Context: an optimization exercise on an open-source flow, tuned for a short achievable clock period and few clock cycles. The choices shown serve that exercise and are no tape-out recipe. Only simulation tests tie the RTL to the original design; equivalence was not proved. Power figures rest on the tool's default switching activity, not on a simulated workload.

`flow/config.mk`:
```
export PLATFORM = sky130hd
export DESIGN_NAME = pipeTop
export DESIGN_NICKNAME = pipeTop
export VERILOG_FILES = /design/flow/design.v
export SDC_FILE = /design/flow/constraint.sdc
export NUM_CORES = 4
export LEC_CHECK = 0
export ABC_CLOCK_PERIOD_IN_PS = 1800
export CAP_MARGIN = 20
export CORE_MARGIN = 2
export CORE_UTILIZATION = 62
export CTS_BUF_LIST = sky130_fd_sc_hd__clkbuf_16
export CTS_CLUSTER_DIAMETER = 60
export CTS_CLUSTER_SIZE = 24
export SETUP_SLACK_MARGIN = 1.8
export SLEW_MARGIN = 20
export TNS_END_PERCENT = 100
```
`flow/constraint.sdc`:
```
create_clock -name core_clock -period 4.0 [get_ports {CLK}]
set_input_delay 0.8000 -clock core_clock [delete_from_list [all_inputs] [get_ports {CLK}]]
set_output_delay 0.8000 -clock core_clock [all_outputs]
set_load 0.01 [all_outputs]
```
`flow/design.v`:
```
package pipePkg;
	localparam int DATA_W     = 16;
	localparam int REG_IDX_W  = 4;
	localparam int NREG       = 16;
	localparam int IMEM_DEPTH = 64;
	localparam int OFF_W      = 10;
	localparam int OP_MOV  = 31;
	localparam int OP_SUB3 = 30;
	localparam int OP_ADD4 = 29;
	localparam int OP_ADD1 = 28;
	localparam int RA_LSB  = 4;
	localparam int XA_LSB  = 0;
	localparam int CW_W = 11;
	typedef logic [DATA_W-1:0] dataT;
	typedef logic [OFF_W-1:0]  offT;
endpackage
`timescale 1ns/1ps
module apbHostPort
(
	input  logic        CLK,
	input  logic        RSTB,
	input  logic        PSEL,
	input  logic        PENABLE,
	input  logic        PWRITE,
	input  logic [11:0] PADDR,
	input  logic [31:0] PWDATA,
	output logic [31:0] PRDATA,
	output logic        PREADY,
	output logic        PSLVERR,
	input  logic        busy,        
	input  logic        busyRd,      
	input  logic        pcFlag,      
	input  logic [15:0] rfRdata,     
	output logic [3:0]  rfRaddr,
	output logic        hostImemSetup,
	output logic        rfWe,
	output logic [15:0] rfWeOH,      
	output logic [15:0] rfWeOHNext,
	output logic [7:0]  imemRowHi,   
	output logic [7:0]  imemRowLo,
	output logic        imemWe,
	output logic        runStart,
	output logic [5:0]  wIdx,
	output logic [31:0] wData
);
	logic setup;
	logic inImem;
	logic inReg;
	logic isCtrl;
	logic isPc;
	logic err;
	logic wImemQ;
	logic wCtrlQ;
	logic wRegQ;
	logic hostRegSetup;
	logic [15:0] rdQ;
	logic [15:0] rdMux;
	assign setup  = PSEL & ~PENABLE;
	assign inImem = (PADDR[11:8] == 4'h0);
	assign inReg  = (PADDR[11:6] == 6'b0001_00);
	assign isCtrl = (PADDR[11:2] == 10'h080);
	assign isPc   = (PADDR[11:2] == 10'h081);
	assign err = ~(inImem | inReg | isCtrl | isPc)
		| ((inImem | inReg) & busy)
		| (isPc & PWRITE);
	assign rfRaddr = PADDR[5:2];
	always_comb
		for (int k = 0; k < 16; k++)
			rfWeOHNext[k] = hostRegSetup & (PADDR[5:2] == 4'(k));
	assign hostImemSetup = setup & PWRITE & inImem & ~busy;
	assign hostRegSetup  = setup & PWRITE & inReg & ~busy;
	always_comb
	begin
		if (inReg)
			rdMux = rfRdata;
		else if (isCtrl)
			rdMux = {14'b0, busyRd, busyRd};
		else if (isPc)
			rdMux = {9'b0, pcFlag, 6'b0};
		else
			rdMux = '0;
	end
	always_ff @(posedge CLK or negedge RSTB)
	begin
		if (!RSTB)
		begin
			wImemQ  <= 1'b0;
			wCtrlQ  <= 1'b0;
			wRegQ   <= 1'b0;
			rfWeOH  <= '0;
			imemRowHi <= '0;
			imemRowLo <= '0;
		end
		else
		begin
			wImemQ <= hostImemSetup;
			wRegQ  <= hostRegSetup;
			wCtrlQ <= setup & PWRITE & isCtrl & PWDATA[0] & ~busy;
			rfWeOH <= rfWeOHNext;
			for (int k = 0; k < 8; k++)
			begin
				imemRowHi[k] <= hostImemSetup & (PADDR[7:5] == 3'(k));
				imemRowLo[k] <= hostImemSetup & (PADDR[4:2] == 3'(k));
			end
		end
	end
	always_ff @(posedge CLK)
	begin
		rdQ     <= rdMux;
		PSLVERR <= err;
		wIdx  <= PADDR[7:2];
		wData <= PWDATA;
	end
	assign PREADY = 1'b1;
	assign PRDATA = {16'b0, rdQ};
	assign imemWe   = wImemQ;
	assign rfWe     = wRegQ;
	assign runStart = wCtrlQ;
endmodule
`timescale 1ns/1ps
module instrFetch
(
	input  logic                 CLK,
	input  logic [7:0]           rowHi,
	input  logic [7:0]           rowLo,
	input  logic [pipePkg::CW_W-1:0] wWord,
	input  logic [5:0]           rdIdx,
	output logic [pipePkg::CW_W-1:0] rdWord
);
	logic [pipePkg::CW_W-1:0] imem [64];
	logic [pipePkg::CW_W-1:0] grp  [8];
	always_ff @(posedge CLK)
	begin
		for (int w = 0; w < 64; w++)
			if (rowHi[w / 8] && rowLo[w % 8])
				imem[w] <= wWord;
	end
	always_ff @(posedge CLK)
	begin
		for (int j = 0; j < 8; j++)
			grp[j] <= imem[{j[2:0], rdIdx[2:0]}];
	end
	assign rdWord = grp[rdIdx[5:3]];
endmodule
`timescale 1ns/1ps
module decodeRegFile
(
	input  logic                   CLK,
	input  logic                   RSTB,
	input  logic                   rfWe,           
	input  logic [15:0]            rfWeOH,         
	input  logic [15:0]            rfWeOHNext,     
	input  logic [3:0]             wIdx,
	input  pipePkg::dataT          wData,
	input  logic [3:0]             rfRaddr,
	output pipePkg::dataT          rfRdata,
	input  logic [16*4-1:0]        tSrc,
	input  logic [16*pipePkg::OFF_W-1:0] tOff,
	input  logic                   tChange,        
	input  logic                   runPending,     
	input  logic                   tDone,          
	output logic                   applyNow
);
	localparam int OW = pipePkg::OFF_W;
	localparam int HW = pipePkg::DATA_W - OW;
	pipePkg::dataT regs [16];
	pipePkg::dataT shad [16];
	logic [15:0]   fresh;
	logic          applyQ;
	logic          replay;
	logic [3:0]    rpK;
	logic          rkV;
	logic [3:0]    rkK;
	logic [15:0]   rkOH;
	logic [15:0]   regEn;     
	pipePkg::dataT rkMux;
	logic          rvV;
	logic [3:0]    rvK;
	pipePkg::dataT rvVal;
	logic          s1V, s2V, s3V;
	logic [3:0]    s1K, s2K, s3K;
	pipePkg::dataT s1ValD;
	logic [9:0]    s1Val;
	logic [9:5]    s2Val;
	logic [HW-1:0] s1Hi, s2Hi, s3Hi;
	logic [HW-1:0] s2HiP1, s3HiP1;
	logic [HW-1:0] s2HiM1, s3HiM1;
	logic [15:0]   c5;        
	logic [15:0]   c10;       
	assign rfRdata = regs[rfRaddr];
	always_comb
	begin
		rpK = 4'd0;
		for (int k = 15; k >= 0; k--)
			if (!fresh[k])
				rpK = 4'(k);
	end
	assign replay   = runPending & tDone & ~(&fresh) & ~rkV & ~rvV & ~s1V & ~s2V & ~s3V;
	assign applyNow = runPending & tDone & (&fresh) & ~rkV & ~rvV & ~s1V & ~s2V;
	assign s1ValD = rvV ? rvVal : wData;
	always_comb
	begin
		rkMux = '0;
		for (int k = 0; k < 16; k++)
			rkMux = rkMux | (regs[k] & {pipePkg::DATA_W{rkOH[k]}});
	end
	always_ff @(posedge CLK or negedge RSTB)
	begin
		if (!RSTB)
		begin
			rkV    <= 1'b0;
			rvV    <= 1'b0;
			s1V    <= 1'b0;
			s2V    <= 1'b0;
			s3V    <= 1'b0;
			fresh  <= '0;
			applyQ <= 1'b0;
			regEn  <= '0;
		end
		else
		begin
			rkV    <= replay;
			rvV    <= rkV;
			s1V    <= rvV | rfWe;
			s2V    <= s1V;
			s3V    <= s2V;
			applyQ <= applyNow;
			regEn  <= {16{applyNow}} | rfWeOHNext;
			if (tChange || applyQ)
				fresh <= '0;
			else if (s1V)
				fresh[s1K] <= 1'b1;
		end
	end
	always_ff @(posedge CLK)
	begin
		rkK    <= rpK;
		for (int k = 0; k < 16; k++)
			rkOH[k] <= (rpK == 4'(k));
		rvK    <= rkK;
		rvVal  <= rkMux;
		s1K    <= rvV ? rvK : wIdx;
		s1Val  <= s1ValD[9:0];
		s1Hi   <= s1ValD[pipePkg::DATA_W-1:OW];
		s2K    <= s1K;
		s2Val  <= s1Val[9:5];
		s2Hi   <= s1Hi;
		s2HiP1 <= s1Hi + HW'(1);
		s2HiM1 <= s1Hi - HW'(1);
		s3K    <= s2K;
		s3Hi   <= s2Hi;
		s3HiP1 <= s2HiP1;
		s3HiM1 <= s2HiM1;
	end
	for (genvar i = 0; i < 16; i++)
	begin : g_reg
		logic [4:0] lo5;
		logic       lo5c;
		logic [4:0] mid5;
		logic       mid5c;
		logic       sgn;
		addStage #(.W(5)) u_addLo (
			.a(s1Val[4:0]),
			.b(tOff[i*OW +: 5]),
			.cin(1'b0),
			.sum(lo5),
			.cout(lo5c)
		);
		addStage #(.W(5)) u_addMid (
			.a(s2Val[9:5]),
			.b(tOff[i*OW + 5 +: 5]),
			.cin(c5[i]),
			.sum(mid5),
			.cout(mid5c)
		);
		assign sgn = tOff[i*OW + OW - 1];
		always_ff @(posedge CLK)
		begin
			if (regEn[i])
				regs[i] <= rfWeOH[i] ? wData : shad[i];
			if (s1V && tSrc[i*4 +: 4] == s1K)
			begin
				shad[i][4:0] <= lo5;
				c5[i]        <= lo5c;
			end
			if (s2V && tSrc[i*4 +: 4] == s2K)
			begin
				shad[i][9:5] <= mid5;
				c10[i]       <= mid5c;
			end
			if (s3V && tSrc[i*4 +: 4] == s3K)
				shad[i][pipePkg::DATA_W-1:OW] <= (c10[i] == sgn) ? s3Hi : (c10[i] ? s3HiP1 : s3HiM1);
		end
	end
endmodule
`timescale 1ns/1ps
module subtractStage
(
	input  logic                     CLK,
	input  logic                     RSTB,
	input  logic                     hostImemSetup,  
	input  logic [5:0]               hostIdx,
	input  logic [pipePkg::CW_W-1:0] hostWord,
	input  logic                     imemWe,         
	input  logic [pipePkg::CW_W-1:0] fetchWord,      
	output logic [5:0]               fetchIdx,
	output logic                     pDone,          
	output logic                     tChange,        
	output logic [16*4-1:0]          tSrc,
	output logic [16*pipePkg::OFF_W-1:0] tOff
);
	localparam int OW = pipePkg::OFF_W;
	typedef enum logic [2:0] {S_IDLE, S_F1, S_F2, S_F3, S_A1, S_HOSTW} stT;
	stT           st;
	logic [6:0]   p;
	logic [pipePkg::CW_W-1:0] cw;
	logic [5:0]   cwIdx;
	logic         cwWr;
	logic         cwSub;
	logic         cwAdd;
	logic [3:0]   cwRa;
	logic [3:0]   cwXa;
	logic         idxZero;    
	logic         idxEqP;
	logic         idxLtP;
	logic         fwdHit;     
	logic         fwdZero;    
	logic [3:0]   rdXa;       
	logic [3:0]   base0Src;   
	logic [OW-1:0] base0Off;
	logic [15:0]  tWe;        
	logic         accept;
	logic         restart;
	logic         a2V;
	logic [3:0]   a2Src;
	logic [OW-1:0] a2Off;
	logic [OW-1:0] a2C;
	logic         a2Wr;
	logic [3:0]   a2Ra;
	logic         a2Zero;
	logic [15:0]  a2OH;        
	logic         bV;
	logic [3:0]   bSrc;
	logic [OW-1:0] bOff;
	logic         bWr;
	logic [3:0]   bRa;
	logic         bZero;
	logic [15:0]  bOH;
	logic [OW-1:0] cOff;
	logic [OW-1:0] a2Sum;
	assign {cwWr, cwSub, cwAdd, cwRa, cwXa} = cw;
	assign pDone    = p[6] & ~a2V & ~bV;
	assign rdXa     = hostImemSetup ? hostWord[3:0] : cwXa;
	assign tChange  = bV;
	assign fetchIdx = p[5:0];
	assign accept  = ((st == S_HOSTW) && imemWe && (idxEqP || idxZero))
		|| ((st == S_A1) && !hostImemSetup);
	assign restart = (st == S_HOSTW) && imemWe && idxLtP && !idxZero;
	always_comb
	begin
		case ({cwSub, cwAdd})
			2'b10:   cOff = OW'(-3);
			2'b01:   cOff = OW'(4);
			2'b11:   cOff = OW'(1);
			default: cOff = '0;
		endcase
	end
	addStage #(.W(OW)) u_add (.a(a2Off), .b(a2C), .cin(1'b0), .sum(a2Sum), .cout());
	always_ff @(posedge CLK or negedge RSTB)
	begin
		if (!RSTB)
		begin
			st  <= S_IDLE;
			p   <= '0;
			a2V <= 1'b0;
			bV  <= 1'b0;
		end
		else
		begin
			if (accept)
				p <= {1'b0, cwIdx} + 7'd1;
			else if (restart)
				p <= '0;
			a2V <= accept;
			bV  <= a2V;
			if (hostImemSetup)
				st <= S_HOSTW;
			else
			begin
				case (st)
					S_IDLE:  st <= (!p[6] && !a2V && !bV) ? S_F1 : S_IDLE;
					S_F1:    st <= S_F2;
					S_F2:    st <= S_F3;
					S_F3:    st <= S_A1;
					default: st <= S_IDLE;
				endcase
			end
		end
	end
	always_ff @(posedge CLK)
	begin
		if (hostImemSetup)
		begin
			cw      <= hostWord;
			cwIdx   <= hostIdx;
			idxZero <= (hostIdx == 6'd0);
			idxEqP  <= ({1'b0, hostIdx} == p);
			idxLtP  <= ({1'b0, hostIdx} < p);
			fwdHit  <= a2V & a2Wr & (a2Ra == hostWord[3:0]);
			fwdZero <= a2V & a2Zero;
		end
		else if (st == S_F2)
		begin
			cw      <= fetchWord;
			cwIdx   <= p[5:0];
			idxZero <= (p[5:0] == 6'd0);
			idxEqP  <= 1'b1;
			idxLtP  <= 1'b0;
		end
		else if (st == S_F3)
		begin
			fwdHit  <= a2V & a2Wr & (a2Ra == cwXa);
			fwdZero <= a2V & a2Zero;
		end
		if (bV && bOH[rdXa])
		begin
			base0Src <= bSrc;
			base0Off <= bOff;
		end
		else if (bV && bZero)
		begin
			base0Src <= rdXa;
			base0Off <= '0;
		end
		else
		begin
			base0Src <= tSrc[rdXa*4 +: 4];
			base0Off <= tOff[rdXa*OW +: OW];
		end
		if (idxZero)
		begin
			a2Src <= cwXa;
			a2Off <= '0;
		end
		else if (fwdHit)
		begin
			a2Src <= bSrc;
			a2Off <= bOff;
		end
		else if (fwdZero)
		begin
			a2Src <= cwXa;
			a2Off <= '0;
		end
		else
		begin
			a2Src <= base0Src;
			a2Off <= base0Off;
		end
		a2C    <= cOff;
		a2Wr   <= cwWr;
		a2Ra   <= cwRa;
		a2Zero <= idxZero;
		for (int i = 0; i < 16; i++)
			a2OH[i] <= cwWr & (cwRa == 4'(i));
		bSrc  <= a2Src;
		bOff  <= a2Sum;
		bWr   <= a2Wr;
		bRa   <= a2Ra;
		bZero <= a2Zero;
		bOH   <= a2OH;
		tWe   <= {16{a2V}} & (a2OH | {16{a2Zero}});
		for (int i = 0; i < 16; i++)
		begin
			if (tWe[i])
			begin
				tSrc[i*4 +: 4]   <= bOH[i] ? bSrc : 4'(i);
				tOff[i*OW +: OW] <= bOH[i] ? bOff : '0;
			end
		end
	end
endmodule
`timescale 1ns/1ps
module addStage
#(
	parameter int W = 16
)
(
	input  logic [W-1:0] a,
	input  logic [W-1:0] b,
	input  logic         cin,
	output logic [W-1:0] sum,
	output logic         cout
);
	localparam int L = (W > 1) ? $clog2(W) : 1;
	logic [W-1:0] g [L+1];
	logic [W-1:0] p [L+1];
	logic [W-1:0] c;
	assign g[0] = a & b;
	assign p[0] = a ^ b;
	for (genvar l = 0; l < L; l++)
	begin : g_lvl
		for (genvar i = 0; i < W; i++)
		begin : g_bit
			if (i >= (1 << l))
			begin : g_comb
				assign g[l+1][i] = g[l][i] | (p[l][i] & g[l][i - (1 << l)]);
				assign p[l+1][i] = p[l][i] & p[l][i - (1 << l)];
			end
			else
			begin : g_pass
				assign g[l+1][i] = g[l][i];
				assign p[l+1][i] = p[l][i];
			end
		end
	end
	assign c    = g[L] | ({W{cin}} & p[L]);
	assign sum  = p[0] ^ {c[W-2:0], cin};
	assign cout = c[W-1];
endmodule
`timescale 1ns/1ps
module pipeTop
(
	input  logic        CLK,
	input  logic        RSTB,
	input  logic        PSEL,
	input  logic        PENABLE,
	input  logic        PWRITE,
	input  logic [11:0] PADDR,
	input  logic [31:0] PWDATA,
	output logic [31:0] PRDATA,
	output logic        PREADY,
	output logic        PSLVERR
);
	logic        busy;
	logic        busyRd;
	logic        pcFlag;
	logic        applyNow;
	logic [15:0] rfRdata;
	logic [3:0]  rfRaddr;
	logic        hostImemSetup;
	logic        rfWe;
	logic [15:0] rfWeOH;
	logic [15:0] rfWeOHNext;
	logic [7:0]  imemRowHi;
	logic [7:0]  imemRowLo;
	logic        imemWe;
	logic        runStart;
	logic [5:0]  wIdx;
	logic [31:0] wData;
	logic [pipePkg::CW_W-1:0] hostWord;
	logic [pipePkg::CW_W-1:0] wWord;
	logic [pipePkg::CW_W-1:0] fetchWord;
	logic [5:0]  fetchIdx;
	logic        pDone;
	logic        tChange;
	logic [16*4-1:0] tSrc;
	logic [16*pipePkg::OFF_W-1:0] tOff;
	assign hostWord = {(|PWDATA[31:28]), PWDATA[30] | PWDATA[28], PWDATA[29] | PWDATA[28], PWDATA[7:0]};
	assign wWord    = {(|wData[31:28]), wData[30] | wData[28], wData[29] | wData[28], wData[7:0]};
	assign busyRd = busy & ~applyNow;
	always_ff @(posedge CLK or negedge RSTB)
	begin
		if (!RSTB)
		begin
			busy   <= 1'b0;
			pcFlag <= 1'b0;
		end
		else
		begin
			if (runStart)
				busy <= 1'b1;
			else if (applyNow)
				busy <= 1'b0;
			if (applyNow)
				pcFlag <= 1'b1;
		end
	end
	apbHostPort u_apbHostPort (
		.CLK, .RSTB, .PSEL, .PENABLE, .PWRITE, .PADDR, .PWDATA,
		.PRDATA, .PREADY, .PSLVERR,
		.busy, .busyRd, .pcFlag, .rfRdata, .rfRaddr,
		.hostImemSetup, .rfWe, .rfWeOH, .rfWeOHNext, .imemRowHi, .imemRowLo, .imemWe, .runStart, .wIdx, .wData
	);
	instrFetch u_instrFetch (
		.CLK, .rowHi(imemRowHi), .rowLo(imemRowLo), .wWord,
		.rdIdx(fetchIdx), .rdWord(fetchWord)
	);
	subtractStage u_compiler (
		.CLK, .RSTB, .hostImemSetup, .hostIdx(PADDR[7:2]), .hostWord,
		.imemWe, .fetchWord, .fetchIdx, .pDone, .tChange, .tSrc, .tOff
	);
	decodeRegFile u_regFile (
		.CLK, .RSTB, .rfWe, .rfWeOH, .rfWeOHNext, .wIdx(wIdx[3:0]), .wData(wData[15:0]),
		.rfRaddr, .rfRdata, .tSrc, .tOff, .tChange,
		.runPending(busy), .tDone(pDone), .applyNow
	);
endmodule
```
`flow/flow/run.sh`:
```
#!/bin/bash
# Layout flow: the standard flow, with two changes after synthesis.
#  - Port buffers are buf_4 cells (buffer_ports otherwise picks a delay cell).
#  - Timing repair may resize a cell into another footprint, so those port
#    buffers and other cells can be swapped for faster ones.
# Synthesis is the standard one, run unchanged.
set -o pipefail

bash standard.sh synth > synth.log 2>&1 || { echo "synthesis failed"; exit 1; }

sed -e 's|"\${@:-finish}"|MATCH_CELL_FOOTPRINT=0 BUFFER_PORTS_ARGS="-buffer_cell sky130_fd_sc_hd__buf_4" "${@:-finish}"|' standard.sh > layout.sh
grep -q 'MATCH_CELL_FOOTPRINT=0' layout.sh || { echo "could not set the layout options"; exit 1; }

bash layout.sh > layout.log 2>&1 || { echo "layout failed"; exit 1; }
```
`flow/standard.sh`:
```
#!/bin/bash
# synth_recipe.tcl (not shown) runs the flow's synth.tcl, then flattens the netlist and writes it again
# the make line also repeats each setting of config.mk as NAME=value (left out here)
make -C /OpenROAD-flow-scripts/flow DESIGN_CONFIG=/design/flow/config.mk WORK_HOME=/design/flow/orfs CLKGATE_MAP_FILE= SYNTH_SCRIPT=/design/flow/synth_recipe.tcl "${@:-finish}"
```
==> impl_metrics.tcl, run 1 <==
set metrics [dict create \
    status "complete, no violations" \
    clkSinkCount 1917 \
    p_clk_share_pct 29.4 \
    final-hold-violation-count 0 \
    drt_wl_total_um 278000 \
    ant_nets 0 \
    worst_setup_path_start_kind "flip-flop" \
    p_total_mw 52.0 \
    p_int_mw 35.2 \
    ys_seq_area_share_pct 64.9 \
    synth_ff_type "edfxtp_1" \
    grt_overflow 0 \
    synthCells 5944 \
    synthAdderAreaFrac_pct 3.58 \
    switching_share_pct 32.3 \
    crit_required_ns 4.68 \
    ff2ff_setup_slack_ns 1.22 \
    max_freq_ghz 0.360 \
    rsz0062_at_grt "yes" \
    cp_slowest_cell "mux4_2" \
    path_clk_slew_ns 0.08 \
    netlist_area_sq_um 82900 \
    fin_skew_ns 0.0357 \
    antenna_found_initial 15 \
    cts.path.max_buffers 3 \
    drtPass1Iterations 9 \
    grt_max_degree 75 \
    vdd.ir_drop.worst_v 0.000591 \
    worst_pin_slew_ns 1.35 \
    placed_cell_area_sq_um 86200 \
    synth_compound_area_share_pct 8.69 \
    crit_path_end_kind "flip-flop" \
    cts_tree "yes" \
    async_flop_share_pct 4.54 \
    maxSlewHeadroom_pct 10.0 \
    power.density_nw_per_um2 561 \
    fin_setup_tns_ns 0 \
    clock-root-buffer "clkbuf_16" \
    hold_class "in -> reg" \
    min_from "PWDATA[31]" \
    ys.warnings.count 15 \
    wl_per_cell_um 35.0 \
    synth.area.mux_share_pct 8.73 \
    setup.worst_path.start "busy" \
    die_y_um 370 \
    vias 54200 \
    drv_slew 0 \
    ys_types 80 \
    nets 6322 \
    cp.arrival_ns 3.46 \
    synth_edf_count 1494 \
    gp_congestion 1.03 \
    seq_power_share_pct 47.9 \
    power_leakage_nw 32.8 \
    post-route-cell-area_sq_um 92600 \
    core.rowCount 134 \
    syn_avg_cell_area_sq_um 13.9 \
    first_global_vias 50300 \
    comb_power_share_pct 22.7 \
    synthXorXnorAreaFrac_pct 3.35 \
    drive_above_1_share_pct 19.6 \
    syn_to_final_growth_pct 11.7 \
    cpPeakStageDelay_ns 0.54 \
    path_cells "and4bb_4 > nand2_8 > clkinv_8 > mux2i_4 > buf_12 > mux4_2 > mux2i_4 > o22ai_4 > buf_6 > a21o_1" \
    viasPerCell 6.82 \
    cts_inserted_buffers 142 \
    synth-simple-area-share_pct 8.20 \
    reg2reg_from "busy" \
    fin_crit_sh_pct 69.4 \
    synth_top_family_by_area "multiplexers" \
    cp_common_cell "mux2i_4" \
    cp_max_fo 8 \
    worst_skew_pair.late_latency_ns 0.81 \
    grt_usage_pct 40.3 \
    path_class "reg -> reg" \
    setup_viol 0 \
    h-tree-depth 4 \
    period_needed_ns 2.78 \
    drv_cap 0 \
    core_region_area_sq_um 133000 \
    grt_pass1_wl_um 381000 \
    drc_errors 0 \
    hpwl_um 188000 \
    drt_iter0_drc 8806 \
    die-area_sq_um 137000 \
    switching_power_mw 16.8 \
    io_pins 83 \
    start_util_pct 62.2 \
    numPortBuffers 51 \
    die_x_um 370 \
    synth_seq_cells 1917 \
]
final timing paths:
check | to | cells past startpoint
setup / recovery | u_compiler.base0Src[2] | 10
hold / removal | u_apbHostPort.wData[31] | 1
setup reg to reg | u_compiler.base0Src[2] | 10
hold reg to reg | u_regFile.s2Val[8] | 0
max in group asynchronous | u_apbHostPort.rfWeOH[12] | 3
min in group asynchronous | u_regFile.regEn[9] | 2
routing by layer:
metal	routed length, um	GRT usage, %	vias up	share of wire (%)
li1	-	-	22500	-
met1	111000	59.8	27100	40
met2	118000	57.1	3925	42
met3	38600	11.7	627	14
met4	10600	13.5	14	3.8
met5	92	0	-	0.033
area by class of cell:
| class | count | area (sq um) |
|---|---|---|
| antenna | 2 | 5.00 |
| clock buffer | 154 | 3850 |
| clock inverter | 111 | 1090 |
| fill | 9147 | 40500 |
| inverter | 143 | 569 |
| multi-input combinational | 3522 | 28000 |
| sequential | 1917 | 53800 |
| tap | 1768 | 2210 |
| timing repair buffer | 328 | 3000 |
| timing repair inverter | 1 | 8.76 |
cells in the mapped netlist (all sizes together) (66+ instances only):
| cell | number | area, sq um |
|---|---|---|
| xnor2 | 164 | 1440 |
| buf | 87 | 470 |
| inv | 142 | 536 |
| a221oi | 169 | 1480 |
| clkbuf | 292 | 1100 |
| xor2 | 153 | 1340 |
| nand2b | 115 | 719 |
| nand2 | 222 | 841 |
| nor2 | 461 | 1730 |
| mux2 | 336 | 3790 |
| o22ai | 99 | 626 |
| nor2b | 66 | 413 |
| mux2i | 137 | 1380 |
| edfxtp | 1494 | 44900 |
| a22o | 96 | 841 |
| mux4 | 92 | 2070 |
| dfxtp | 336 | 6730 |
| o21ai | 167 | 836 |
| ha | 186 | 2330 |
| dfrtp | 87 | 2180 |
| and2 | 263 | 1650 |
| a21oi | 189 | 946 |
cells in the final DEF (no fill, tap or decap), types with 114 or more instances in the layout:
cell type	instances
edfxtp_1	1494
nor2_1	450
mux2_2	334
dfxtp_1	313
buf_4	278
and2_1	260
nand2_1	211
ha_1	186
a21oi_1	167
xnor2_1	162
clkbuf_16	161
inv_1	154
a221oi_1	153
xor2_1	153
o21ai_0	149
mux2i_1	130
nand2b_1	114
worst max-delay path, delay by kind of cell, from the launching register on:
family                 cells  cell delay, ns
AO/OA/AOI/OAI              2            0.34
buffers and inverters      3            0.48
flip-flops                 1            0.39
multiplexers               3            1.00
AND/OR/NAND/NOR            2            0.45
repair_timing:
action                                  CTS  global route
endpoints found under the setup margin  320           136
pin swaps                                 8            15
resized for setup                        96            93
hold buffers                              1             0
endpoints found under the hold margin    36             0
setup buffers                            22            26
cloned                                    4             6
metrics by stage:
stage	instances	setup WS [ns]	util, %	hold WS, ns
after floorplan	5959	0.939	-	0.310
after CTS	7910	1.24	68.9	0.0738
after global routing	7944	1.14	69.5	0.0900
final	7946	1.22	69.5	0.111
after global placement	7618	0.288	64.7	0.310
after detailed placement	7618	0.169	64.7	0.312
state kept, by name, indices dropped and copies added (netlist names), 20 cells and up:
register             cells
u_compiler.tSrc         64
u_compiler.tOff        160
u_instrFetch.imem      704
u_regFile.shad         256
u_regFile.regs         256
u_apbHostPort.wData     20
u_instrFetch.grp        88
cells by family (layout without fill, tap and decap cells):
group,after synthesis,after routing
buf+inv,522,737
simple gates,1370,1371
fa+ha+maj,218,218
compound gates,1033,1034
flops,1917,1917
other cells,2,19
xor+xnor,317,317
mux,565,565
power by group through the flow:
stage                     clock network, mW  logic [mW]  registers (mW)
after floorplan                           0        7.10            23.9
after global placement                    0        10.1            25.3
after detailed placement                  0        10.3            25.3
after CTS                              15.3        11.0            24.8
after global routing                   16.0        12.5            25.0
final                                  15.3        11.8            24.9
Testbench counts, summed over its fixed seeds: cycles 10,816.
==> run 2: changes to the inputs <==
--- a/flow/design.v
+++ b/flow/design.v
@@ -33,6 +33,7 @@
 	input  logic [15:0] rfRdata,     
 	output logic [3:0]  rfRaddr,
 	output logic        hostImemSetup,
+	output logic        imemWrSetup,     
 	output logic        rfWe,
 	output logic [15:0] rfWeOH,      
 	output logic [15:0] rfWeOHNext,
@@ -67,7 +68,8 @@
 	always_comb
 		for (int k = 0; k < 16; k++)
 			rfWeOHNext[k] = hostRegSetup & (PADDR[5:2] == 4'(k));
-	assign hostImemSetup = setup & PWRITE & inImem & ~busy;
+	assign imemWrSetup   = setup & PWRITE & inImem;
+	assign hostImemSetup = imemWrSetup & ~busy;
 	assign hostRegSetup  = setup & PWRITE & inReg & ~busy;
 	always_comb
 	begin
@@ -154,7 +156,7 @@
 	input  pipePkg::dataT          wData,
 	input  logic [3:0]             rfRaddr,
 	output pipePkg::dataT          rfRdata,
-	input  logic [16*4-1:0]        tSrc,
+	input  logic [16*4-1:0]        tSrcNext,       
 	input  logic [16*pipePkg::OFF_W-1:0] tOff,
 	input  logic                   tChange,        
 	input  logic                   runPending,     
@@ -185,6 +187,8 @@
 	logic [HW-1:0] s1Hi, s2Hi, s3Hi;
 	logic [HW-1:0] s2HiP1, s3HiP1;
 	logic [HW-1:0] s2HiM1, s3HiM1;
+	logic [15:0]   m1, m2, m3;   
+	logic [3:0]    s1KD;
 	logic [15:0]   c5;        
 	logic [15:0]   c10;       
 	assign rfRdata = regs[rfRaddr];
@@ -198,6 +202,7 @@
 	assign replay   = runPending & tDone & ~(&fresh) & ~rkV & ~rvV & ~s1V & ~s2V & ~s3V;
 	assign applyNow = runPending & tDone & (&fresh) & ~rkV & ~rvV & ~s1V & ~s2V;
 	assign s1ValD = rvV ? rvVal : wData;
+	assign s1KD   = rvV ? rvK : wIdx;
 	always_comb
 	begin
 		rkMux = '0;
@@ -239,7 +244,11 @@
 			rkOH[k] <= (rpK == 4'(k));
 		rvK    <= rkK;
 		rvVal  <= rkMux;
-		s1K    <= rvV ? rvK : wIdx;
+		s1K    <= s1KD;
+		for (int i = 0; i < 16; i++)
+			m1[i] <= (rvV | rfWe) & (tSrcNext[i*4 +: 4] == s1KD);
+		m2     <= m1;
+		m3     <= m2;
 		s1Val  <= s1ValD[9:0];
 		s1Hi   <= s1ValD[pipePkg::DATA_W-1:OW];
 		s2K    <= s1K;
@@ -278,17 +287,17 @@
 		begin
 			if (regEn[i])
 				regs[i] <= rfWeOH[i] ? wData : shad[i];
-			if (s1V && tSrc[i*4 +: 4] == s1K)
+			if (m1[i])
 			begin
 				shad[i][4:0] <= lo5;
 				c5[i]        <= lo5c;
 			end
-			if (s2V && tSrc[i*4 +: 4] == s2K)
+			if (m2[i])
 			begin
 				shad[i][9:5] <= mid5;
 				c10[i]       <= mid5c;
 			end
-			if (s3V && tSrc[i*4 +: 4] == s3K)
+			if (m3[i])
 				shad[i][pipePkg::DATA_W-1:OW] <= (c10[i] == sgn) ? s3Hi : (c10[i] ? s3HiP1 : s3HiM1);
 		end
 	end
@@ -303,10 +312,11 @@
 	input  logic [pipePkg::CW_W-1:0] hostWord,
 	input  logic                     imemWe,         
 	input  logic [pipePkg::CW_W-1:0] fetchWord,      
-	output logic [5:0]               fetchIdx,
+	output logic [5:0]               fetchIdx,       
 	output logic                     pDone,          
 	output logic                     tChange,        
 	output logic [16*4-1:0]          tSrc,
+	output logic [16*4-1:0]          tSrcNext,
 	output logic [16*pipePkg::OFF_W-1:0] tOff
 );
 	localparam int OW = pipePkg::OFF_W;
@@ -325,9 +335,10 @@
 	logic         idxLtP;
 	logic         fwdHit;     
 	logic         fwdZero;    
-	logic [3:0]   rdXa;       
-	logic [3:0]   base0Src;   
-	logic [OW-1:0] base0Off;
+	logic [3:0]   baseHSrc;   
+	logic [OW-1:0] baseHOff;  
+	logic [3:0]   baseBSrc;   
+	logic [OW-1:0] baseBOff;
 	logic [15:0]  tWe;        
 	logic         accept;
 	logic         restart;
@@ -350,9 +361,10 @@
 	logic [OW-1:0] a2Sum;
 	assign {cwWr, cwSub, cwAdd, cwRa, cwXa} = cw;
 	assign pDone    = p[6] & ~a2V & ~bV;
-	assign rdXa     = hostImemSetup ? hostWord[3:0] : cwXa;
+	always_comb
+		for (int i = 0; i < 16; i++)
+			tSrcNext[i*4 +: 4] = tWe[i] ? (bOH[i] ? bSrc : 4'(i)) : tSrc[i*4 +: 4];
 	assign tChange  = bV;
-	assign fetchIdx = p[5:0];
 	assign accept  = ((st == S_HOSTW) && imemWe && (idxEqP || idxZero))
 		|| ((st == S_A1) && !hostImemSetup);
 	assign restart = (st == S_HOSTW) && imemWe && idxLtP && !idxZero;
@@ -399,6 +411,8 @@
 	end
 	always_ff @(posedge CLK)
 	begin
+		if (st == S_IDLE)
+			fetchIdx <= p[5:0];
 		if (hostImemSetup)
 		begin
 			cw      <= hostWord;
@@ -412,8 +426,8 @@
 		else if (st == S_F2)
 		begin
 			cw      <= fetchWord;
-			cwIdx   <= p[5:0];
-			idxZero <= (p[5:0] == 6'd0);
+			cwIdx   <= fetchIdx;
+			idxZero <= (fetchIdx == 6'd0);
 			idxEqP  <= 1'b1;
 			idxLtP  <= 1'b0;
 		end
@@ -422,20 +436,35 @@
 			fwdHit  <= a2V & a2Wr & (a2Ra == cwXa);
 			fwdZero <= a2V & a2Zero;
 		end
-		if (bV && bOH[rdXa])
+		if (bV && bOH[hostWord[3:0]])
 		begin
-			base0Src <= bSrc;
-			base0Off <= bOff;
+			baseHSrc <= bSrc;
+			baseHOff <= bOff;
 		end
 		else if (bV && bZero)
 		begin
-			base0Src <= rdXa;
-			base0Off <= '0;
+			baseHSrc <= hostWord[3:0];
+			baseHOff <= '0;
 		end
 		else
 		begin
-			base0Src <= tSrc[rdXa*4 +: 4];
-			base0Off <= tOff[rdXa*OW +: OW];
+			baseHSrc <= tSrc[hostWord[3:0]*4 +: 4];
+			baseHOff <= tOff[hostWord[3:0]*OW +: OW];
+		end
+		if (bV && bOH[cwXa])
+		begin
+			baseBSrc <= bSrc;
+			baseBOff <= bOff;
+		end
+		else if (bV && bZero)
+		begin
+			baseBSrc <= cwXa;
+			baseBOff <= '0;
+		end
+		else
+		begin
+			baseBSrc <= tSrc[cwXa*4 +: 4];
+			baseBOff <= tOff[cwXa*OW +: OW];
 		end
 		if (idxZero)
 		begin
@@ -452,10 +481,15 @@
 			a2Src <= cwXa;
 			a2Off <= '0;
 		end
+		else if (st == S_HOSTW)
+		begin
+			a2Src <= baseHSrc;
+			a2Off <= baseHOff;
+		end
 		else
 		begin
-			a2Src <= base0Src;
-			a2Off <= base0Off;
+			a2Src <= baseBSrc;
+			a2Off <= baseBOff;
 		end
 		a2C    <= cOff;
 		a2Wr   <= cwWr;
@@ -539,6 +573,7 @@
 	logic [15:0] rfRdata;
 	logic [3:0]  rfRaddr;
 	logic        hostImemSetup;
+	logic        imemWrSetup;
 	logic        rfWe;
 	logic [15:0] rfWeOH;
 	logic [15:0] rfWeOHNext;
@@ -555,6 +590,7 @@
 	logic        pDone;
 	logic        tChange;
 	logic [16*4-1:0] tSrc;
+	logic [16*4-1:0] tSrcNext;
 	logic [16*pipePkg::OFF_W-1:0] tOff;
 	assign hostWord = {(|PWDATA[31:28]), PWDATA[30] | PWDATA[28], PWDATA[29] | PWDATA[28], PWDATA[7:0]};
 	assign wWord    = {(|wData[31:28]), wData[30] | wData[28], wData[29] | wData[28], wData[7:0]};
@@ -580,19 +616,19 @@
 		.CLK, .RSTB, .PSEL, .PENABLE, .PWRITE, .PADDR, .PWDATA,
 		.PRDATA, .PREADY, .PSLVERR,
 		.busy, .busyRd, .pcFlag, .rfRdata, .rfRaddr,
-		.hostImemSetup, .rfWe, .rfWeOH, .rfWeOHNext, .imemRowHi, .imemRowLo, .imemWe, .runStart, .wIdx, .wData
+		.hostImemSetup, .imemWrSetup, .rfWe, .rfWeOH, .rfWeOHNext, .imemRowHi, .imemRowLo, .imemWe, .runStart, .wIdx, .wData
 	);
 	instrFetch u_instrFetch (
 		.CLK, .rowHi(imemRowHi), .rowLo(imemRowLo), .wWord,
 		.rdIdx(fetchIdx), .rdWord(fetchWord)
 	);
 	subtractStage u_compiler (
-		.CLK, .RSTB, .hostImemSetup, .hostIdx(PADDR[7:2]), .hostWord,
-		.imemWe, .fetchWord, .fetchIdx, .pDone, .tChange, .tSrc, .tOff
+		.CLK, .RSTB, .hostImemSetup(imemWrSetup), .hostIdx(PADDR[7:2]), .hostWord,
+		.imemWe, .fetchWord, .fetchIdx, .pDone, .tChange, .tSrc, .tSrcNext, .tOff
 	);
 	decodeRegFile u_regFile (
 		.CLK, .RSTB, .rfWe, .rfWeOH, .rfWeOHNext, .wIdx(wIdx[3:0]), .wData(wData[15:0]),
-		.rfRaddr, .rfRdata, .tSrc, .tOff, .tChange,
+		.rfRaddr, .rfRdata, .tSrcNext, .tOff, .tChange,
 		.runPending(busy), .tDone(pDone), .applyNow
 	);
 endmodule
==> run 2 against run 1 <==
Compared with the run above:
- wire length up 1.3%
- sequential cell count is 60 higher
- clock power is essentially flat
- via count is 2.3% higher
- synthesized cell count rose by 3.3%
- first-iteration DRC count is 4.9% lower
- die area rose by 3.1%
- clock skew shrank 0.0040 ns
- still clean on timing, DRC and antenna
- setup slack improved by 0.53 ns
- combinational power up 7%
- register-to-register slack improved by 0.56 ns
==> impl_metrics.tcl, run 2 <==
set metrics [dict create \
    path_class "in -> reg" \
    netlist_area_sq_um 85400 \
    ys_top_cells_by_count "edfxtp_1 (1436), nor2_1 (546), dfxtp_1 (454)" \
    die-area_sq_um 141000 \
    viasPerCell 6.86 \
    crit_required_ns 4.67 \
    cts_tree "yes" \
    ff2ff_setup_slack_ns 1.78 \
    cts_inserted_buffers 142 \
    cp.arrival_ns 2.91 \
    first_global_vias 52400 \
    path_clk_slew_ns 0.09 \
    grt_overflow 0 \
    stdcell_count 8070 \
    grt_pass1_wl_um 392000 \
    drc_errors 0 \
    worst_pin_slew_ns 1.36 \
    numPortBuffers 51 \
    mostFrequentLayoutCells "edfxtp_1 (1436), nor2_1 (535), dfxtp_1 (422)" \
    power.density_nw_per_um2 567 \
    clkSinkCount 1977 \
    hold_class "in -> async" \
    p_int_mw 36.0 \
    cpLargestDelayFamily "simple AND/OR/NAND/NOR gates" \
    cts.path.max_buffers 3 \
    ys_seq_area_share_pct 63.7 \
    antenna_found_initial 11 \
    seq_power_share_pct 47.6 \
    critPathCapture "u_apbHostPort.rdQ[8]" \
    drive_above_1_share_pct 19.1 \
    setup.worst_path.start "PADDR[4]" \
    drt_iter0_drc 8371 \
    drv_slew 0 \
    cp.depth 6 \
    worst_setup_path_start_kind "primary input" \
    worst_slack_ns 1.76 \
    top_register "u_instrFetch.imem" \
    synth_edf_count 1436 \
    largestRegisters "u_instrFetch.imem (704), u_regFile.regs (256), u_regFile.shad (256)" \
    syn_to_final_growth_pct 9.61 \
    switching_share_pct 32.1 \
    die_y_um 375 \
    vdd.ir_drop.worst_v 0.000527 \
    dp.cells 7767 \
    synth_seq_cells 1977 \
    comb_power_share_pct 23.7 \
    hpwl_um 192000 \
    maxSlewHeadroom_pct 9.03 \
    drt_wl_total_um 281000 \
    cp_max_fo 19 \
    cpPeakStageDelay_ns 0.93 \
    wl_per_cell_um 34.8 \
    io_pins 83 \
    yosysTopAreaCell "edfxtp_1" \
    r2r-end "u_compiler.baseBOff[7]" \
    core_region_area_sq_um 137000 \
    fin_skew_ns 0.0317 \
    ys_types 86 \
    fin_crit_sh_pct 56.1 \
    rsz0062_at_grt "yes" \
    h-tree-depth 4 \
    ant_nets 0 \
    vias 55400 \
    status "complete, no violations" \
    final-hold-violation-count 0 \
    rr_worst_depth 8 \
    period_needed_ns 2.24 \
    gp_congestion 1.01 \
    setup_viol 0 \
    p_clk_share_pct 28.8 \
    whs_ns 0.0859 \
    reg2reg_from "u_compiler.cw[0]" \
    max_freq_ghz 0.446 \
    drv_cap 0 \
    worst_skew_pair.late_latency_ns 0.80 \
    syn_avg_cell_area_sq_um 13.9 \
    async_flop_share_pct 4.40 \
    nets 6429 \
    die_x_um 375 \
    synthCells 6140 \
    switching_power_mw 17.1 \
    grt_max_degree 85 \
    fin_setup_tns_ns 0 \
    clock-root-buffer "clkbuf_16" \
    grt_usage_pct 39.8 \
    synth_area_leaders "edfxtp_1 (50%), dfxtp_1 (11%), mux4_2 (5.0%)" \
    dp_slack_ns 0.937 \
    start_util_pct 62.3 \
    yosysTopAreaCellShare_pct 50.5 \
    drtPass1Iterations 7 \
    path_cells "buf_4 > nor2b_1 > nand2_1 > o32ai_1 > a311oi_1 > a21oi_1" \
    largest_register_ffs 704 \
    crit_buf_inv 1 \
    synth.most_common_cell "edfxtp_1" \
    synth_ff_type "edfxtp_1" \
    ys.warnings.count 15 \
    core.rowCount 136 \
    cp_slowest_cell "nor2b_1" \
    power_leakage_nw 33.9 \
    mostFrequentLayoutCell "edfxtp_1" \
    fillers 9623 \
    crit_path_end_kind "flip-flop" \
]
==> run 2: cell count changes in the layout (fill, tap and decap cells not counted), sizes merged, moves of 31 or more <==
cell    previous run  this run
a211oi            27        71
a21oi            189       252
a221oi           169       105
a31oi             23        54
buf              320       258
dfxtp            336       454
edfxtp          1494      1436
inv              206       258
mux4              92       190
nand2            222       169
nor2             461       546
nor4              54        17
xor2             153        13
==> run 2: worst reg2reg max path, stage by stage, from the launching register on <==
cell and delay, ns:
edfxtp_1 0.40, buf_12 0.17, mux4_2 0.52, nor2b_4 0.14
a211oi_2 0.25, a21oi_2 0.08, and2_4 0.22, buf_12 0.16
o2bb2ai_2 0.15
==> run 2: worst min-delay path by stage <==
stage	endpoint	cells past startpoint	from	slack, ns
global placement	u_regFile.s3HiP1[3]	0	u_regFile.s2HiP1[3]	0.31
global route	u_apbHostPort.wData[14]	1	PWDATA[14]	0.09
finish	u_compiler.st[2]	1	RSTB	0.09
floorplan	u_compiler.bSrc[0]	0	u_compiler.a2Src[0]	0.31
CTS	u_apbHostPort.wData[10]	1	PWDATA[10]	0.08
detailed placement	u_regFile.s3HiM1[4]	0	u_regFile.s2HiM1[4]	0.31
==> run 2: what timing repair did <==
action | in CTS | in global routing
hold buffers | 0 | 0
resized for setup | 84 | 51
buffers inserted | 29 | 13
setup endpoints to repair | 341 | 147
pin swaps | 3 | 3
cloned | 5 | 0
==> run 2: stage by stage <==
| step | cell area (sq um) | total power [mW] | utilization (%) |
|---|---|---|---|
| after CTS | 93300 | 52.8 | 68.0 |
| final | 93600 | 53.1 | 68.3 |
| after floorplan | 85600 | 32.8 | - |
| after global placement | 87800 | 37.1 | 64.0 |
| after detailed placement | 87800 | 37.2 | 64.0 |
| after global routing | 93600 | 54.6 | 68.3 |
==> run 2: layout make-up <==
cell class              instances  area (sq um)  share of cell area, %
diodes                          2          5.00                0.00534
well taps                    1794          2240                   2.40
repair buffers                261          2350                   2.51
clock buffers                 146          3650                   3.90
flip-flops and latches       1977         54400                   58.1
clock inverters               108          1180                   1.26
multi-input cells            3570         29000                   30.9
inverters                     212           813                  0.869
==> run 2: layer usage <==
metal | wire length, um | up-vias | share of wire (%) | global-route usage [%]
li1 | - | 23100 | - | -
met1 | 108000 | 27700 | 38 | 56.3
met2 | 125000 | 3858 | 44 | 59.6
met3 | 35500 | 720 | 13 | 10.3
met4 | 12900 | 6 | 4.6 | 15.5
met5 | 34 | - | 0.012 | 0
==> run 2: cells by family after synthesis <==
| kind of cell | Yosys count | synth area share [%] |
|---|---|---|
| xor+xnor | 165 | 1.69 |
| simple gates | 1319 | 7.44 |
| fa+ha+maj | 216 | 3.44 |
| buf+inv | 609 | 2.93 |
| mux | 695 | 11.5 |
| compound gates | 1157 | 9.33 |
| flops | 1977 | 63.7 |
| other cells | 2 | 0.00879 |
==> run 2: power groups by stage <==
stage	registers [mW]	logic, mW	clock network [mW]
2_1_floorplan	24.7	8.14	0
3_3_place_gp	25.8	11.3	0
3_5_place_dp	25.8	11.5	0
4_1_cts	25.2	12.2	15.4
5_1_grt	25.3	13.2	16.1
6_report	25.2	12.6	15.3
Testbench counts of run 2, summed over its fixed seeds: cycles 10,816.
==> run 3: changes to the inputs <==
--- a/flow/config.mk
+++ b/flow/config.mk
@@ -12,6 +12,6 @@
 export CTS_BUF_LIST = sky130_fd_sc_hd__clkbuf_16
 export CTS_CLUSTER_DIAMETER = 60
 export CTS_CLUSTER_SIZE = 24
-export SETUP_SLACK_MARGIN = 1.8
+export SETUP_SLACK_MARGIN = 2.1
 export SLEW_MARGIN = 20
 export TNS_END_PERCENT = 100
==> run 3 against run 2 <==
Compared with the run above:
- register-to-register slack hardly changed
- sequential share of layout area is 3.4 points lower
- fmax is 1.5% higher
- utilization is 4.4 points higher
- synthesized area stayed put
- clock-buffer cell count is 12 higher
- design area is 6.4% higher
- sequential power hardly changed
- via count is 3.7% higher
- first-iteration DRC count is 8.9% higher
- worst hold slack worse by 0.069 ns
- critical endpoint is now u_compiler.baseBOff[0]
==> impl_metrics.tcl, run 3 <==
set metrics [dict create \
    rsz0062_at_grt "yes" \
    power.density_nw_per_um2 578 \
    power_leakage_nw 36.2 \
    clkSinkCount 1977 \
    fin_setup_tns_ns 0 \
    syn_to_final_growth_pct 16.7 \
    yosysTopAreaCell "edfxtp_1" \
    maxSlewHeadroom_pct 10.7 \
    path_clk_slew_ns 0.08 \
    synth_edf_count 1436 \
    viasPerCell 6.90 \
    first_global_vias 53700 \
    path_class "reg -> reg" \
    drt_wl_total_um 296000 \
    nets 6666 \
    seq_area_sq_um 54500 \
    die_y_um 375 \
    ys.warnings.count 15 \
    synth_ff_type "edfxtp_1" \
    grt_overflow 0 \
    dp.cells 7761 \
    mostFrequentLayoutCells "edfxtp_1 (1436), nor2_1 (495), dfxtp_1 (403)" \
    cts_inserted_buffers 144 \
    core_region_area_sq_um 137000 \
    yosysTopAreaCellShare_pct 50.5 \
    crit_path_end_kind "flip-flop" \
    drc_errors 0 \
    cp_max_fo 11 \
    synthCells 6140 \
    setup_viol 0 \
    largest_register_ffs 704 \
    synth.most_common_cell "edfxtp_1" \
    worst_skew_pair.late_latency_ns 0.81 \
    ys_top_cells_by_count "edfxtp_1 (1436), nor2_1 (546), dfxtp_1 (454)" \
    async_flop_share_pct 4.40 \
    drtPass1Iterations 10 \
    post-route-cell-area_sq_um 99700 \
    cp.arrival_ns 2.90 \
    grt_pass1_wl_um 402000 \
    status "complete, no violations" \
    cts_hold_buf 0 \
    wl_per_cell_um 35.6 \
    start_util_pct 62.3 \
    drv_slew 0 \
    synth_seq_cells 1977 \
    drive_above_1_share_pct 28.2 \
    numPortBuffers 51 \
    ys_types 86 \
    multi_input_area_sq_um 31400 \
    crit_required_ns 4.69 \
    placed_cell_area_sq_um 88000 \
    fillers 8895 \
    drt_iter0_drc 9120 \
    drv_cap 0 \
    vdd.ir_drop.worst_v 0.000504 \
    fin_crit_sh_pct 55.2 \
    worst_setup_path_start_kind "flip-flop" \
    vias 57500 \
    worst_pin_slew_ns 1.34 \
    cts_tree "yes" \
    final-hold-violation-count 0 \
    synth_area_leaders "edfxtp_1 (50%), dfxtp_1 (11%), mux4_2 (5.0%)" \
    die-area_sq_um 141000 \
    antenna_found_initial 5 \
    grt_usage_pct 41.0 \
    clock-root-buffer "clkbuf_16" \
    syn_avg_cell_area_sq_um 13.9 \
    gp_congestion 1.03 \
    top_register "u_instrFetch.imem" \
    h-tree-depth 4 \
    hpwl_um 190000 \
    largestRegisters "u_instrFetch.imem (704), u_regFile.regs (256), u_regFile.shad (256)" \
    fin_skew_ns 0.0331 \
    hold_class "in -> async" \
    grt_max_degree 82 \
    die_x_um 375 \
    mostFrequentLayoutCell "edfxtp_1" \
    io_pins 83 \
    stdcell_count 8322 \
    ant_nets 0 \
    max_freq_ghz 0.453 \
    netlist_area_sq_um 85400 \
    cts.path.max_buffers 3 \
    core.rowCount 136 \
    period_needed_ns 2.21 \
    ys_seq_area_share_pct 63.7 \
]
run 3: cell counts after synthesis:
No cell type changed its count.
run 3: path summary, 6_finish.rpt:
path | from | end | slack [ns] | cells past startpoint
min in group core_clock | PWDATA[8] | u_apbHostPort.wData[8] | 0.10 | 1
worst max-delay path | u_compiler.cw[0] | u_compiler.baseBOff[0] | 1.79 | 7
worst min register to register | u_regFile.s1Val[7] | u_regFile.s2Val[7] | 0.32 | 0
worst min-delay path | RSTB | u_regFile.fresh[15] | 0.02 | 1
worst max register to register | u_compiler.cw[0] | u_compiler.baseBOff[0] | 1.79 | 7
max in group asynchronous | RSTB | u_apbHostPort.rfWeOH[12] | 3.11 | 2
run 3: final cells by class:
class                           count  share of cell area, %
Inverter                          212                  0.859
Timing Repair inverter              1                0.00879
Clock buffer                      158                   3.97
Multi-Input combinational cell   3578                   31.5
Tap cell                         1794                   2.25
Sequential cell                  1977                   54.7
Timing Repair Buffer              487                   5.39
Clock inverter                    112                   1.33
Antenna cell                        3                0.00753
run 3: critical path: stages, from the launching register on:
cell and delay [ns]:
edfxtp_1 0.39, buf_12 0.19, buf_4 0.14, clkbuf_16 0.19, mux4_2 0.50, mux4_2 0.52, inv_1 0.10, o2bb2ai_2 0.06
run 3: through the flow:
step           utilization (%)  total power [mW]  setup WS, ns  hold slack, ns
2_1_floorplan                -              32.9          1.65           0.310
3_3_place_gp              64.1              37.1         0.783           0.310
3_5_place_dp              64.2              37.2         0.761           0.312
4_1_cts                   70.6              55.5          1.85         0.00216
5_1_grt                   72.7              59.1          1.74          0.0466
6_report                  72.7              57.6          1.79          0.0168
run 3: report_power, final:
part           leakage (nW)  internal (mW)  switching (mW)
logic                  15.3           6.93            9.26
registers              18.3           23.6            1.69
clock network          2.59           8.12            8.10
total                  36.2           38.6            19.0
run 3: timing repair:
| action | CTS | global route |
|---|---|---|
| pin swaps | 105 | 191 |
| gates cloned | 27 | 16 |
| setup buffers | 151 | 94 |
| endpoints found under the setup margin | 457 | 399 |
| resized for setup | 425 | 402 |
run 3: logic make-up after synthesis:
group	after synthesis	synth area share (%)
xor gates and xnor gates	165	1.69
DFF	1977	63.7
buffers and inverters	609	2.93
muxes	695	11.5
other	2	0.00879
and+or+nand+nor	1319	7.44
AOI/OAI and AO/OA	1157	9.33
adders and majority gates	216	3.44
run 3: metal layers:
| layer | global-route usage [%] | wire length, um |
|---|---|---|
| met1 | 56.6 | 110000 |
| met2 | 61.9 | 132000 |
| met3 | 11.9 | 39500 |
| met4 | 15.9 | 14700 |
| met5 | 0 | 218 |
==> run 4: changes to the inputs <==
--- a/flow/config.mk
+++ b/flow/config.mk
@@ -12,6 +12,6 @@
 export CTS_BUF_LIST = sky130_fd_sc_hd__clkbuf_16
 export CTS_CLUSTER_DIAMETER = 60
 export CTS_CLUSTER_SIZE = 24
-export SETUP_SLACK_MARGIN = 2.1
+export SETUP_SLACK_MARGIN = 2.3
 export SLEW_MARGIN = 20
 export TNS_END_PERCENT = 100
==> run 4 against run 3 <==
Compared with the run above:
- critical path type unchanged
- largest cell class unchanged
- still clean
- synthesized cell count did not move
- power rose by 6.1%
- synthesized area did not move
- highest routed layer unchanged
- clock-buffer cell count fell by 9
==> impl_metrics.tcl, run 4 <==
set metrics [dict create \
    worst_pin_slew_ns 1.17 \
    die_x_um 375 \
    hold_depth 1 \
    crit_path_end_kind "flip-flop" \
    fillers 8132 \
    die-area_sq_um 141000 \
    die_y_um 375 \
    netlist_area_sq_um 85400 \
    power_leakage_nw 37.8 \
    largest_register_ffs 704 \
    ys_seq_area_share_pct 63.7 \
    fin_setup_tns_ns 0 \
    crit_required_ns 4.70 \
    drive_above_1_share_pct 35.2 \
    wl_per_cell_um 37.4 \
    grt_max_degree 67 \
    drc_errors 0 \
    period_needed_ns 2.23 \
    final_util_pct 75.8 \
    drv_slew 0 \
    core_region_area_sq_um 137000 \
    clock-root-buffer "clkbuf_16" \
    nets 6864 \
    power.density_nw_per_um2 588 \
    antenna_found_initial 13 \
    ant_nets 0 \
    grt_pass1_wl_um 427000 \
    mostFrequentLayoutCell "edfxtp_1" \
    start_util_pct 62.3 \
    cp_max_fo 10 \
    cts.path.max_buffers 3 \
    ff2ff_setup_slack_ns 1.77 \
    max_freq_ghz 0.448 \
    gp_congestion 1.01 \
    synth_seq_cells 1977 \
    first_global_vias 56300 \
    async_flop_share_pct 4.40 \
    numPortBuffers 51 \
    yosysTopAreaCell "edfxtp_1" \
    vdd.ir_drop.worst_v 0.000596 \
    drv_cap 0 \
    syn_avg_cell_area_sq_um 13.9 \
    h-tree-depth 4 \
    setup_viol 0 \
    synth.most_common_cell "edfxtp_1" \
    r2r-end "u_compiler.baseBOff[8]" \
    synth_ff_type "edfxtp_1" \
    hold_class "in -> reg" \
    path_class "reg -> reg" \
    largestRegisters "u_instrFetch.imem (704), u_regFile.regs (256), u_regFile.shad (256)" \
    io_pins 83 \
    cts_inserted_buffers 143 \
    min_from "PWDATA[11]" \
    hpwl_um 192000 \
    multi_input_area_sq_um 33100 \
    worst_skew_pair.late_latency_ns 0.80 \
    final-hold-violation-count 0 \
    drt_wl_total_um 319000 \
    seq_area_sq_um 54600 \
    fin_skew_ns 0.0247 \
    viasPerCell 7.05 \
    grt_overflow 0 \
    rsz0062_at_grt "yes" \
    mostFrequentLayoutCells "edfxtp_1 (1436), nor2_1 (427), dfxtp_1 (387)" \
    rr_worst_depth 9 \
    yosysTopAreaCellShare_pct 50.5 \
    cts_hold_buf 0 \
    fin_crit_sh_pct 55.8 \
    ys.warnings.count 15 \
    synth_area_leaders "edfxtp_1 (50%), dfxtp_1 (11%), mux4_2 (5.0%)" \
    synthCells 6140 \
    min_to "u_apbHostPort.wData[11]" \
    grt_usage_pct 43.7 \
    ys_types 86 \
    syn_to_final_growth_pct 21.8 \
    worst_setup_path_start_kind "flip-flop" \
    synth_edf_count 1436 \
    reg2reg_from "u_compiler.cw[0]" \
    cts_tree "yes" \
    path_clk_slew_ns 0.08 \
    core.rowCount 136 \
    status "complete, no violations" \
    maxSlewHeadroom_pct 22.2 \
    clkSinkCount 1977 \
    cp.arrival_ns 2.93 \
    ys_top_cells_by_count "edfxtp_1 (1436), nor2_1 (546), dfxtp_1 (454)" \
    top_register "u_instrFetch.imem" \
    drtPass1Iterations 7 \
    drt_iter0_drc 9310 \
    vias 60100 \
]
run 4: cell counts after synthesis:
Identical to the previous run, type by type.
run 4: cell type report:
cell class / count / area share, %
sequential: 1977 / 52.5
inverter: 212 / 0.830
timing repair buffer: 680 / 7.94
antenna: 13 / 0.0313
multi-input combinational: 3585 / 31.8
clock inverter: 106 / 1.17
tap: 1794 / 2.16
clock buffer: 149 / 3.58
run 4: report_power, final:
| part | switching, mW | total [mW] | internal, mW | leakage [nW] |
|---|---|---|---|---|
| clock network | 7.99 | 15.7 | 7.74 | 2.40 |
| logic | 11.0 | 20.0 | 9.05 | 17.1 |
| registers | 1.82 | 25.4 | 23.6 | 18.3 |
run 4: worst max path at each step:
stage / from / end / slack (ns) / cells after the start
2_1_floorplan: PWDATA[0] / u_compiler.baseHOff[1] / 1.65 / 7
3_3_place_gp: PADDR[5] / u_apbHostPort.rdQ[0] / 0.97 / 7
3_5_place_dp: PADDR[8] / u_compiler.fwdHit / 0.88 / 7
4_1_cts: u_compiler.cw[0] / u_compiler.baseBOff[8] / 1.79 / 9
5_1_grt: u_compiler.cw[0] / u_compiler.baseBOff[3] / 1.74 / 9
6_report: u_compiler.cw[0] / u_compiler.baseBOff[8] / 1.77 / 9
run 4: cells by family (layout without fill, tap and decap cells):
logic type                 Yosys count  after routing  share of synthesized area, %
AOI/OAI and AO/OA                 1157           1158                          9.33
xor gates and xnor gates           165            165                          1.69
adders and majority gates          216            216                          3.44
buffers and inverters              609           1147                          2.93
DFF                               1977           1977                          63.7
muxes                              695            695                          11.5
other                                2             30                       0.00879
and+or+nand+nor                   1319           1334                          7.44
run 4: through the flow:
stage	cells	hold WS (ns)	worst slack, ns	area, sq um	total power [mW]
2_1_floorplan	6155	0.309	1.65	86300	32.9
3_3_place_gp	7752	0.310	0.965	88100	37.1
3_5_place_dp	7752	0.312	0.884	88100	37.3
4_1_cts	8383	0.0683	1.79	101000	58.3
5_1_grt	8503	0.0793	1.74	104000	62.2
6_report	8516	0.100	1.77	104000	61.1
run 4: per-layer routing:
metal  global-route usage (%)  vias up  share of wire, %
li1                         -    24000                 -
met1                     59.1    29900                36
met2                     64.4     4852                43
met3                     12.8     1244                14
met4                     23.2       10               6.9
met5                        0        -             0.015
run 4: timing repair:
| item | 4_1_cts | 5_1_grt |
|---|---|---|
| endpoints found under the setup margin | 1528 | 569 |
| gates cloned | 71 | 10 |
| pin swaps | 329 | 273 |
| resized for setup | 950 | 426 |
| setup buffers | 305 | 110 |
run 4: worst max-delay path, stage by stage (launching register included):
cell and delay (ns):
edfxtp_1 0.39, buf_12 0.14, buf_12 0.16, mux4_2 0.50, nor2b_4 0.14, a211oi_2 0.19
a21oi_2 0.08, and2_4 0.20, buf_12 0.17, o2bb2ai_2 0.13
==> run 5: changes to the inputs <==
--- a/flow/design.v
+++ b/flow/design.v
@@ -451,21 +451,8 @@
 			baseHSrc <= tSrc[hostWord[3:0]*4 +: 4];
 			baseHOff <= tOff[hostWord[3:0]*OW +: OW];
 		end
-		if (bV && bOH[cwXa])
-		begin
-			baseBSrc <= bSrc;
-			baseBOff <= bOff;
-		end
-		else if (bV && bZero)
-		begin
-			baseBSrc <= cwXa;
-			baseBOff <= '0;
-		end
-		else
-		begin
-			baseBSrc <= tSrc[cwXa*4 +: 4];
-			baseBOff <= tOff[cwXa*OW +: OW];
-		end
+		baseBSrc <= tSrc[cwXa*4 +: 4];
+		baseBOff <= tOff[cwXa*OW +: OW];
 		if (idxZero)
 		begin
 			a2Src <= cwXa;
--- a/flow/config.mk
+++ b/flow/config.mk
@@ -12,6 +12,6 @@
 export CTS_BUF_LIST = sky130_fd_sc_hd__clkbuf_16
 export CTS_CLUSTER_DIAMETER = 60
 export CTS_CLUSTER_SIZE = 24
-export SETUP_SLACK_MARGIN = 2.3
+export SETUP_SLACK_MARGIN = 2.1
 export SLEW_MARGIN = 20
 export TNS_END_PERCENT = 100
==> run 5 against run 4 <==
Compared with the run above:
- critical path depth up 1
- non-clock buffer count down 237
- synthesized cell count down 0.77%
- power down 8.8%
- design area down 5.7%
- clock-buffer cell count up 3
- sequential share of layout area up 3.2 points
- fmax up 2.5%
- clock power down 3%
- global-route usage down 3.5 points
- largest cell class unchanged
==> impl_metrics.tcl, run 5 <==
set metrics [dict create \
    path_class "reg -> reg" \
    core_region_area_sq_um 136000 \
    ys_seq_area_share_pct 64.0 \
    syn_avg_cell_area_sq_um 14.0 \
    die_y_um 374 \
    synth_ff_type "edfxtp_1" \
    grt_max_degree 82 \
    drtPass1Iterations 8 \
    viasPerCell 6.91 \
    cts_inserted_buffers 143 \
    clock-root-buffer "clkbuf_16" \
    ys.warnings.count 15 \
    p_clk_share_pct 27.5 \
    comb_power_share_pct 26.8 \
    ant_nets 0 \
    switching_power_mw 18.1 \
    wl_per_cell_um 35.4 \
    power_leakage_nw 35.6 \
    mostFrequentLayoutCells "edfxtp_1 (1436), nor2_1 (527), dfxtp_1 (380)" \
    hold_class "in -> reg" \
    rr_worst_depth 10 \
    hold_depth 1 \
    mostFrequentLayoutCell "edfxtp_1" \
    stdcell_count 8228 \
    worst_pin_slew_ns 1.42 \
    dp.cells 7662 \
    rsz0062_at_grt "yes" \
    yosysTopAreaCellShare_pct 50.7 \
    yosysTopAreaCell "edfxtp_1" \
    numPortBuffers 51 \
    grt_pass1_wl_um 396000 \
    crit_buf_inv 3 \
    cts_tree "yes" \
    drv_cap 0 \
    worst_skew_pair.late_latency_ns 0.81 \
    synth_edf_count 1436 \
    power.density_nw_per_um2 569 \
    whs_ns 0.0967 \
    ys_types 77 \
    largestRegisters "u_instrFetch.imem (704), u_regFile.regs (256), u_regFile.shad (256)" \
    path_clk_slew_ns 0.08 \
    p_int_mw 37.7 \
    first_global_vias 52600 \
    fin_setup_tns_ns 0 \
    drt_iter0_drc 9550 \
    status "complete, no violations" \
    cp_max_fo 4 \
    ys_top_cells_by_count "edfxtp_1 (1436), nor2_1 (581), dfxtp_1 (454)" \
    async_flop_share_pct 4.40 \
    period_needed_ns 2.18 \
    reg2reg_from "u_regFile.s2Val[5]" \
    crit_path_end_kind "flip-flop" \
    cp_slowest_cell "dfxtp_4" \
    seq_power_share_pct 45.7 \
    crit_required_ns 4.56 \
    die-area_sq_um 140000 \
    grt_usage_pct 40.2 \
    r2r-end "u_regFile.c10[11]" \
    grt_overflow 0 \
    synth_seq_cells 1977 \
    die_x_um 374 \
    drv_slew 0 \
    final-hold-violation-count 0 \
    cts.path.max_buffers 3 \
    setup_viol 0 \
    core.rowCount 135 \
    antenna_found_initial 19 \
    clkSinkCount 1977 \
    cpLargestDelayFamily "compound AO/OA/AOI/OAI gates" \
    vias 56900 \
    start_util_pct 62.6 \
    syn_to_final_growth_pct 15.4 \
    vdd.ir_drop.worst_v 0.000512 \
    nets 6587 \
    fin_skew_ns 0.0420 \
    synthCells 6093 \
    drc_errors 0 \
    path_cells "clkbuf_16 > buf_4 > ha_4 > a21o_1 > a21oi_4 > buf_12 > nor2b_2 > o21a_2 > o21ai_1 > nand2b_1" \
    synth.most_common_cell "edfxtp_1" \
    fin_crit_sh_pct 54.4 \
    min_to "u_apbHostPort.wData[10]" \
    cp.arrival_ns 2.73 \
    max_freq_ghz 0.460 \
    drive_above_1_share_pct 27.5 \
    largest_register_ffs 704 \
    io_pins 83 \
    hpwl_um 185000 \
    dp_slack_ns 0.786 \
    ff2ff_setup_slack_ns 1.82 \
    synth_area_leaders "edfxtp_1 (51%), dfxtp_1 (11%), mux4_2 (5.2%)" \
    min_from "PWDATA[10]" \
    worst_slack_ns 1.82 \
    drt_wl_total_um 291000 \
    h-tree-depth 4 \
    switching_share_pct 32.4 \
    gp_congestion 0.984 \
    cpPeakStageDelay_ns 0.40 \
    worst_setup_path_start_kind "flip-flop" \
    maxSlewHeadroom_pct 5.41 \
    netlist_area_sq_um 85000 \
    top_register "u_instrFetch.imem" \
]
==> run 5: cell count changes after synthesis, moves of 15 or more <==
cell | previous run | this run
inv_1 | 197 | 172
o22a_1 | 24 | 9
buf_2 | 74 | 52
o22ai_1 | 119 | 102
o21ai_1 | 17 | 1
nor3_1 | 47 | 65
a21oi_1 | 250 | 228
a211oi_1 | 69 | 84
nor2_1 | 546 | 581
o21ai_0 | 149 | 170
==> run 5: how the worst max path moves through the flow <==
stage	startpoint	end	slack, ns	depth (start not counted)
floorplan	PADDR[8]	u_compiler.idxZero	1.58	6
global placement	PADDR[8]	u_compiler.fwdHit	0.89	6
detailed placement	PADDR[8]	u_compiler.fwdHit	0.79	7
CTS	u_apbHostPort.rdQ[10]	PRDATA[10]	1.86	1
global route	u_regFile.s2Val[5]	u_regFile.c10[11]	1.80	10
finish	u_regFile.s2Val[5]	u_regFile.c10[11]	1.82	10
==> run 5: logic make-up (layout without fill, tap and decap cells) <==
logic type      after synthesis  in the layout  share of synthesized area, %
compound gates             1095           1095                          8.72
xor+xnor                    166            166                          1.71
fa+ha+maj                   218            218                          3.49
buf+inv                     567            891                          2.69
flops                      1977           1977                          64.0
mux                         706            706                          11.7
other cells                   2             23                       0.00883
simple gates               1362           1371                          7.70
==> run 5: cell type report <==
class	instances	area, sq um
well taps	1781	2230
clock buffers	152	3800
repair buffers	443	5120
multi-input cells	3573	30500
flip-flops and latches	1977	54600
clock inverters	114	1050
inverters	181	732
fillers	8893	37700
diodes	6	15.0
repair inverters	1	5.00
==> run 5: timing repair <==
action                                  4_1_cts  5_1_grt
buffers inserted                            134      114
gates cloned                                 29       16
endpoints found under the hold margin        25        0
endpoints found under the setup margin      980      407
gates resized for setup                     398      366
hold buffers                                  1        0
pin swaps                                    57      130
==> run 5: per-stage QoR <==
stage	total power, mW	utilization [%]	area, sq um
2_1_floorplan	32.4	-	85600
3_3_place_gp	36.3	64.3	87300
3_5_place_dp	36.5	64.3	87300
4_1_cts	53.4	70.1	95200
5_1_grt	57.2	72.2	98100
6_report	55.8	72.2	98100
==> run 5: routing by layer <==
| metal | wire length, um | global-route usage, % | share of wire (%) |
|---|---|---|---|
| met2 | 125000 | 57.6 | 43 |
| met3 | 43300 | 12.8 | 15 |
| met1 | 112000 | 58.5 | 38 |
| met5 | 98 | 0 | 0.034 |
| met4 | 11300 | 13.2 | 3.9 |
==> run 5: power by group through the flow <==
stage	logic [mW]	registers (mW)	clock network, mW
after floorplan	7.73	24.6	0
after global placement	10.3	26.0	0
after detailed placement	10.5	26.0	0
after CTS	12.7	25.3	15.4
after global routing	15.5	25.6	16.1
final	15.0	25.5	15.3
Testbench counts of run 5, summed over its fixed seeds: cycles 10,816.

Setup slack of run 5, layout unchanged: 1.825 ns with ideal ports, 1.811 ns with driving cells assumed (clock clkbuf_16, inputs buf_2), 1.118 ns with port delays also shifted by the 0.867 ns mid clock arrival.
